From an optimization exercise on the open Yosys and OpenROAD flow, aimed at small area, a short achievable clock period and few clock cycles per item; shortcuts taken in it are not production practice. The RTL was checked by simulation tests, not by an equivalence proof against the original design. Power and IR drop assume default switching activity.

run 1:
==> flow/design.v (excerpt) <==
module clip_space_triangle_near_clipper (
   input  logic         clock,
   input  logic         reset,
   input  logic         req_tvalid,
   output logic         req_tready,
   input  logic [ctnc_pkg::REQ_BYTES*8-1:0] req_tdata,
   output logic         rsp_tvalid,
   input  logic         rsp_tready,
   output logic [ctnc_pkg::RSP_BYTES*8-1:0] rsp_tdata,
   output logic         rsp_tlast
);
Size in the first run: ~11000 cells after synthesis, ~1100 flip-flops, ~310 I/O pins.
==> flow/config.mk <==
export PLATFORM = sky130hd
export DESIGN_NAME = clip_space_triangle_near_clipper
export DESIGN_NICKNAME = clip_space_triangle_near_clipper
export VERILOG_FILES = /design/flow/design.v
export SDC_FILE = /design/flow/constraint.sdc
export NUM_CORES = 4
export LEC_CHECK = 0
export CAP_MARGIN = 20
export CORE_MARGIN = 2
export CORE_UTILIZATION = 65
export SLEW_MARGIN = 20
==> flow/constraint.sdc <==
create_clock -name core_clock -period 13.0 [get_ports {clock}]
set_input_delay 2.6000 -clock core_clock [delete_from_list [all_inputs] [get_ports {clock}]]
set_output_delay 2.6000 -clock core_clock [all_outputs]
set_load 0.01 [all_outputs]
standard.sh (not shown) runs the stock make flow with config.mk's settings and CLKGATE_MAP_FILE= SYNTH_SCRIPT=/design/flow/synth_recipe.tcl, a recipe that flattens the netlist after the stock synthesis.
==> flow/flow/run.sh <==
#!/bin/bash
# The standard layout, with timing repair aimed below the clock period:
# repair_timing works on every path slower than 13 - 7 = 6 ns. The SDC,
# the clock period and all else are the standard flow's.
set -euo pipefail
export SETUP_SLACK_MARGIN=7
bash standard.sh > standard_flow.log 2>&1
The flow did not stop early for run 1: all stages ran, and the layout cleared the timing, design-rule and antenna checks.
Testbench counts of run 1, summed over its fixed seeds: cycles 2,314, triangles 256.
Inputs modified between run 1 and run 2:
- changing CORE_UTILIZATION from 65 to 55
==> flow/flow/run.sh <==
#!/bin/bash
# The standard layout, with timing repair aimed below the clock period:
# repair_timing works on every path slower than 13 - 6.5 = 6.5 ns. The SDC,
# the clock period and all else are the standard flow's.
set -euo pipefail
export SETUP_SLACK_MARGIN=6.5
bash standard.sh > standard_flow.log 2>&1
Results
Run 2 was carried through to the last stage, and its layout satisfied the timing, design-rule and antenna checks. On design area, the higher figure sits with run 1, not run 2. In the metrics for run 1 and run 2, the one carrying the lower met1 layer usage reported by global route is run 2. Compared with run 1, run 2 shows starting utilization of the core area lower by 10 points. Total of cells resized after clock tree synthesis ends up higher on run 1. Measured against each other, run 1 and run 2 differ in max-slew headroom at the worst pin, the higher figure coming from run 1. [run 2 vs run 1] global-route wire length before repair: higher in run 2.
Input changes introduced in run 3 (baseline for comparison: run 2):
- SETUP_SLACK_MARGIN: unset -> 5
==> flow/run.sh (new file) <==
#!/bin/bash
# synth_recipe.tcl (not shown) runs the flow's synth.tcl, then flattens the netlist and writes it again
# the make line also repeats each setting of config.mk as NAME=value (left out here)
make -C /OpenROAD-flow-scripts/flow DESIGN_CONFIG=/design/flow/config.mk WORK_HOME=/design/flow/orfs CLKGATE_MAP_FILE= SYNTH_SCRIPT=/design/flow/synth_recipe.tcl finish
removed: flow/flow/run.sh
removed: flow/standard.sh
==> comparison <==
Run 3 vs. run 2: synthesized cell count was more or less identical, final setup violation count was more or less identical, final area went down by about 5%, leakage power went down by 2.5 nW.
Cmp run 2 and run 3 / non-clock buffer count / lower: run 3
> inputs changed (run 3 -> run 4)
- clearing SETUP_SLACK_MARGIN, which used to be 5
==> flow/flow/run.sh (new file) <==
#!/bin/bash
# The standard layout, with timing repair aimed below the clock period:
# repair_timing works on every path slower than 13 - 7 = 6 ns. The SDC,
# the clock period and all else are the standard flow's.
set -euo pipefail
export SETUP_SLACK_MARGIN=7
bash standard.sh > standard_flow.log 2>&1
==> flow/standard.sh (new file) <==
#!/bin/bash
# synth_recipe.tcl (not shown) runs the flow's synth.tcl, then flattens the netlist and writes it again
# the make line also repeats each setting of config.mk as NAME=value (left out here)
make -C /OpenROAD-flow-scripts/flow DESIGN_CONFIG=/design/flow/config.mk WORK_HOME=/design/flow/orfs CLKGATE_MAP_FILE= SYNTH_SCRIPT=/design/flow/synth_recipe.tcl "${@:-finish}"
removed: flow/run.sh
### Flow results
Re total iterations of the first detailed-routing run: run 3 and run 4 aren't equal, and the higher value belongs to run 4.
Of run 4 and run 3, it is run 4 that has the higher power in the clock group.
For the maximum number of pins on one net before global-route repair, run 4 came in 3 higher than run 3 did.
When run 4 is measured against run 3, its via count of the first global-routing pass turns out 4588 higher.
Clock network fraction of total power (lower): run 4
Register-to-register slack was lower in run 3 than in run 4.
Run 4 falls short of run 3 in area of all placed cells without fillers.
NOTE wire length run 3->run 4 increased by more than 10%
Relative to run 3, number of post-CTS setup repair buffers increased by 233 in run 4.
Edits applied to the flow inputs when going from run 4 to run 5:
- TNS_END_PERCENT now 10, previously not set
==> comparison <==
- Relative to run 4, the non-clock buffer count measured on run 5 has decreased by a few percent.
- As of run 5, switching power had fallen by a few percent compared to run 4.
- Against run 4 as the reference, run 5 delivers a higher sequential share of cell area.
- Core utilization (higher): run 4
- From run 4 to run 5 the numbers moved as follows: global-route usage went down by 1.1 points, wire length on met3 went down by 4100 µm, final hold slack went up by 0.0033 ns, overall power consumption went down by 610 µW.
- Run 5: final critical path time including I/O delays and setup is 0.077 ns higher than what run 4 reported.
- Compared with run 4, run 5 shows a lower proportion of total power due to net switching.

## separate check: timing with driven ports
How much do the figures lean on ideal ports? The routed layouts below were timed once more, with nothing changed but the port constraints.
Step 1 sets driving cells, clkbuf_16 on the clock port and buf_2 on the other inputs (assumed; they add their load-dependent delay and slew).
Step 2 adds t to the input delays and takes it off the output delays; t is the mean of the earliest and latest rising clock arrival at the registers after step 1. Input paths then give back, and output paths get back, about the clock's delay inside the block.
Slacks: ideal / step 1 / step 2; pairs: ideal / step 1.
run | t (ns) | slack for setup (ns) | hold slack, ns | worst setup path after step 2
run 1 | 0.846 | 5.770 / 5.770 / 5.770 | 0.457 / 0.457 / 0.457 | register to register
run 2 | 0.896 | 5.947 / 5.947 / 5.574 | 0.429 / 0.429 / 0.429 | input to register
run 3 | 0.899 | 5.155 / 5.155 / 5.109 | 0.447 / 0.447 / 0.447 | input to register
run 4 | 0.911 | 6.100 / 6.100 / 6.077 | 0.419 / 0.419 / 0.419 | input to register
run 5 | 0.889 | 6.023 / 5.990 / 5.203 | 0.423 / 0.423 / 0.423 | input to register
After both steps every run listed still meets setup and hold. The setup slack of run 5, which loses most, moves by -0.033 ns with the drivers and by -0.820 ns with both steps.
